This design comes from an exercise in tuning for small area, a short achievable clock period and few clock cycles on the open sky130 flow, not from production work.
Only simulation tests tie the RTL to the original design; equivalence was not proved.
Power is estimated from default activity; no workload was simulated.

// dctq_rle_encoder
module dctq_rle_encoder #(
  parameter int DW = dctq_rle_pkg::DW_DEFAULT
) (
  input  logic          clk,
  input  logic          reset_n,
  input  logic [DW-1:0] dctq,
  input  logic          dctq_valid,
  input  logic [5:0]    addr,
  output logic          hold,
  output logic          rle_valid,
  output logic [5:0]    rle_run,
  output logic [DW-1:0] rle_level,
  output logic          rle_last,
  input  logic          rle_ready,
  output logic          overrun
);
Size: roughly 1300 flip-flops, about 50000 um^2 of cells after synthesis.
Settings: LEC_CHECK=0, CAP_MARGIN=10, CORE_MARGIN=2, CORE_UTILIZATION=30, CTS_CLUSTER_DIAMETER=80, CTS_CLUSTER_SIZE=30, GPL_ROUTABILITY_DRIVEN=0, SETUP_SLACK_MARGIN=3.1, SLEW_MARGIN=10; clock period 5.5 ns.
run.sh (not shown) runs the stock make flow with config.mk's settings and CLKGATE_MAP_FILE= SYNTH_SCRIPT=/design/flow/synth_recipe.tcl, a recipe that flattens the netlist after the stock synthesis.
The starting point completed without violations.
Testbench counts at the start, summed over its fixed seeds: cycles 20,720.
==> next run, changes <==
--- a/flow/config.mk
+++ b/flow/config.mk
@@ -8 +8 @@
-export CAP_MARGIN = 10
+export CAP_MARGIN = 20
@@ -13 +13 @@
-export GPL_ROUTABILITY_DRIVEN = 0
+export PLACE_DENSITY = 0.5
@@ -15 +15 @@
-export SLEW_MARGIN = 10
+export SLEW_MARGIN = 20
Effect:
- final area rises by about 0.7%
- worst hold slack improved by 3.2 ps
- via count falls by 0.89%
- setup slack improved by 3.0 ps
- utilization rises by 0.24 points
- sequential power barely changes
- cell count rises by 0.53%
- clock skew rises by 5.3 ps
- sequential share of layout area falls by 0.34 points
==> next run, changes <==
--- a/flow/config.mk
+++ b/flow/config.mk
@@ -13 +12,0 @@
-export PLACE_DENSITY = 0.5
What happened: The new run completed without violations; non-clock buffer count goes down by 15; power shrinks by a few percent; final cell count stays flat; synthesized cell count does not change; sequential share of layout area came out higher by 0.29 points; setup slack improves by 7.9 ps.

---

dctq_rle_encoder again, from the RTL that the note above started with.
Settings: LEC_CHECK=0, CAP_MARGIN=20, CORE_MARGIN=2, CORE_UTILIZATION=30, CTS_CLUSTER_DIAMETER=80, CTS_CLUSTER_SIZE=28, SETUP_SLACK_MARGIN=3.2, SLEW_MARGIN=20; clock period 5.5 ns.
The starting point finished clean.
Testbench counts at the start, summed over its fixed seeds: cycles 20,720.
Change:
CTS_CLUSTER_SIZE = 30   (was 28)
Area after synthesis does not change.
Design area hardly moves.
Fmax came out higher by 0.31%.
Flip-flop and latch count is unchanged.
Clock power came out higher by 4.1%.
Final cell count barely changes.
Synthesized cell count is unchanged.

---

north:
dctq_rle_encoder again, from the RTL that the note above started with.
Design dctq_rle_encoder, start of the top module:
module dctq_rle_encoder #(
  parameter int DW = dctq_rle_pkg::DW_DEFAULT
) (
  input  logic          clk,
  input  logic          reset_n,
  input  logic [DW-1:0] dctq,
  input  logic          dctq_valid,
  input  logic [5:0]    addr,
  output logic          hold,
  output logic          rle_valid,
  output logic [5:0]    rle_run,
  output logic [DW-1:0] rle_level,
  output logic          rle_last,
  input  logic          rle_ready,
  output logic          overrun
);
export LEC_CHECK = 0
export CAP_MARGIN = 20
export CORE_MARGIN = 2
export CORE_UTILIZATION = 30
export CTS_CLUSTER_DIAMETER = 80
export CTS_CLUSTER_SIZE = 30
export PLACE_DENSITY = 0.75
export SETUP_SLACK_MARGIN = 3.1
export SLEW_MARGIN = 20
create_clock -name core_clock -period 5.5 [get_ports {clk}]
north | stages: all done | timing, DRC, antenna: all pass
Testbench counts of north, summed over its fixed seeds: cycles 20,720.
#### Input delta (south over north)
diff --git a/flow/config.mk b/flow/config.mk
--- a/flow/config.mk
+++ b/flow/config.mk
@@ -11,5 +11,4 @@
 export CTS_CLUSTER_DIAMETER = 80
-export CTS_CLUSTER_SIZE = 30
-export PLACE_DENSITY = 0.75
-export SETUP_SLACK_MARGIN = 3.1
+export CTS_CLUSTER_SIZE = 26
+export SETUP_SLACK_MARGIN = 3.2
 export SLEW_MARGIN = 20
## What came out
Of the two values seen for capture point of the critical path, rle_level[8] was produced by south and u_ram.rd_part[2] by north. Summary of south over north: met1 routing resource usage after global routing rose by 3.9 points; final cell count increased by about 0.4% relative to the old numbers; share of total power consumed by net switching went up by 0.37 points; post-detailed-routing wire length increased by about 6.5% relative to the old numbers. south has leakage dissipation above what north had. Delta (south minus north): worst setup slack increased 0.11 ns, count of cells resized by post-cts repair up 35, clock period minus final worst setup slack went down, switching power summed over all nets up about 4%. Cell area after placement sits higher in south than in north.

---

Another version of the RTL of dctq_rle_encoder (not shown whole).
Size: ~1300 flip-flops.
Design dctq_rle_encoder, start of the top module:
module dctq_rle_encoder #(
  parameter int DW = dctq_rle_pkg::DW_DEFAULT
) (
  input  logic          clk,
  input  logic          reset_n,
  input  logic [DW-1:0] dctq,
  input  logic          dctq_valid,
  input  logic [5:0]    addr,
  output logic          hold,
  output logic          rle_valid,
  output logic [5:0]    rle_run,
  output logic [DW-1:0] rle_level,
  output logic          rle_last,
  input  logic          rle_ready,
  output logic          overrun
);
  logic          wb_q, wb_d;
  logic [5:0]    wcnt_q, wcnt_d;
  logic          inord_q, inord_d;    
  logic [1:0]    full_q, full_d, full_set, full_clr;
  logic          hold_q, hold_d;
  logic          overrun_q, overrun_d;
  logic          wr_en, wr_tok, wr_done;
  logic [1:0]    clr_q;               
  logic [1:0]    tok_q;               
  logic [6:0]    owe_q [2];           
  logic [6:0]    owe_d [2];
  logic          rb_q, rb_d;
  logic [7:0]    g0_q, g0_d;          
  logic [7:0]    g1_q, g1_d;          
  logic [2:0]    gb_q, gb_d;          
  logic [7:0]    rem_q, rem_d;        
  logic          sdone_q, sdone_d;    
  logic          eobw_q, eobw_d;      
  logic          kill_q, kill_d;      
  logic          adv_q;               
  logic [7:0]    a8_q, b8_q;          
  logic          gava_q, gavb_q;      
  logic [7:0]    a8_d, b8_d;
  logic          gava_d, gavb_d;
  logic          t_v_q, t_v_d;
  logic [7:0]    t_g0_q, t_g0_d;
  logic [7:0]    t_g1_q, t_g1_d;
  logic [7:0]    t_i_q, t_i_d;
  logic [5:0]    t_p_q, t_p_d;        
  logic          t_rd_q;              
  logic [6:0]    st_q, st_d;          
  logic [63:0]   avail_q;             
  logic          rle_valid_q, rle_valid_d;
  logic [5:0]    rle_run_q, rle_run_d;
  logic [DW-1:0] rle_level_q, rle_level_d;
  logic          rle_last_q, rle_last_d;
  logic [63:0]   nz0, nz1, avail;
  ...
Settings: LEC_CHECK=0, CAP_MARGIN=20, CORE_MARGIN=2, CORE_UTILIZATION=30, CTS_CLUSTER_DIAMETER=80, CTS_CLUSTER_SIZE=30, SETUP_SLACK_MARGIN=2.9, SLEW_MARGIN=20; clock period 5.5 ns.
Testbench counts at the start, summed over its fixed seeds: cycles 20,688.
==> next run, changes <==
- SETUP_SLACK_MARGIN: 2.9 -> 3.1
What happened: The changed run completed with no timing, DRC or antenna violations; clock-buffer cell count increases by 1; fmax increases by a few percent; cell area increases slightly; via count decreases slightly; sequential power hardly moves.

## separate check: timing with driven ports
No port has a modelled driver above. Below, the same layouts with a new extraction and two added sets of constraints.
Step 1: set_driving_cell puts a clkbuf_16 on clk and a buf_2 on each other input, an assumption about the parent block.
Step 2 moves the port delays by t, midway between the first and last clock arrival at a register: inputs arrive t later, outputs are due t later. That takes back most of the time a late clock gives input paths.
a / b / c = ideal ports / drivers / drivers and shift; a / b = the first two.
| run | shift t [ns] | setup slack, ns | latest minus earliest clock arrival (ns) |
|---|---|---|---|
| the first run of note 1 | 0.803 | 3.025 / 3.004 / 2.266 | 0.039 / 0.039 |
| the second run of note 1 | 0.795 | 3.028 / 3.023 / 2.228 | 0.045 / 0.045 |
| the third run of note 1 | 0.809 | 3.036 / 2.987 / 2.244 | 0.038 / 0.038 |
| the first run of note 2 | 0.795 | 3.072 / 2.998 / 2.290 | 0.045 / 0.045 |
| the second run of note 2 | 0.799 | 3.079 / 3.009 / 2.280 | 0.054 / 0.054 |
| north | 0.775 | 2.980 / 2.980 / 2.298 | 0.034 / 0.034 |
| south | 0.801 | 3.089 / 3.016 / 2.283 | 0.040 / 0.040 |
| the first run of note 4 | 0.801 | 2.829 / 2.829 / 2.067 | 0.048 / 0.048 |
| the second run of note 4 | 0.806 | 2.990 / 2.990 / 2.336 | 0.035 / 0.035 |
After both steps setup and hold are still met in every run listed. The setup slack of south, which loses most, moves by -0.073 ns with the drivers and by -0.806 ns with both steps.
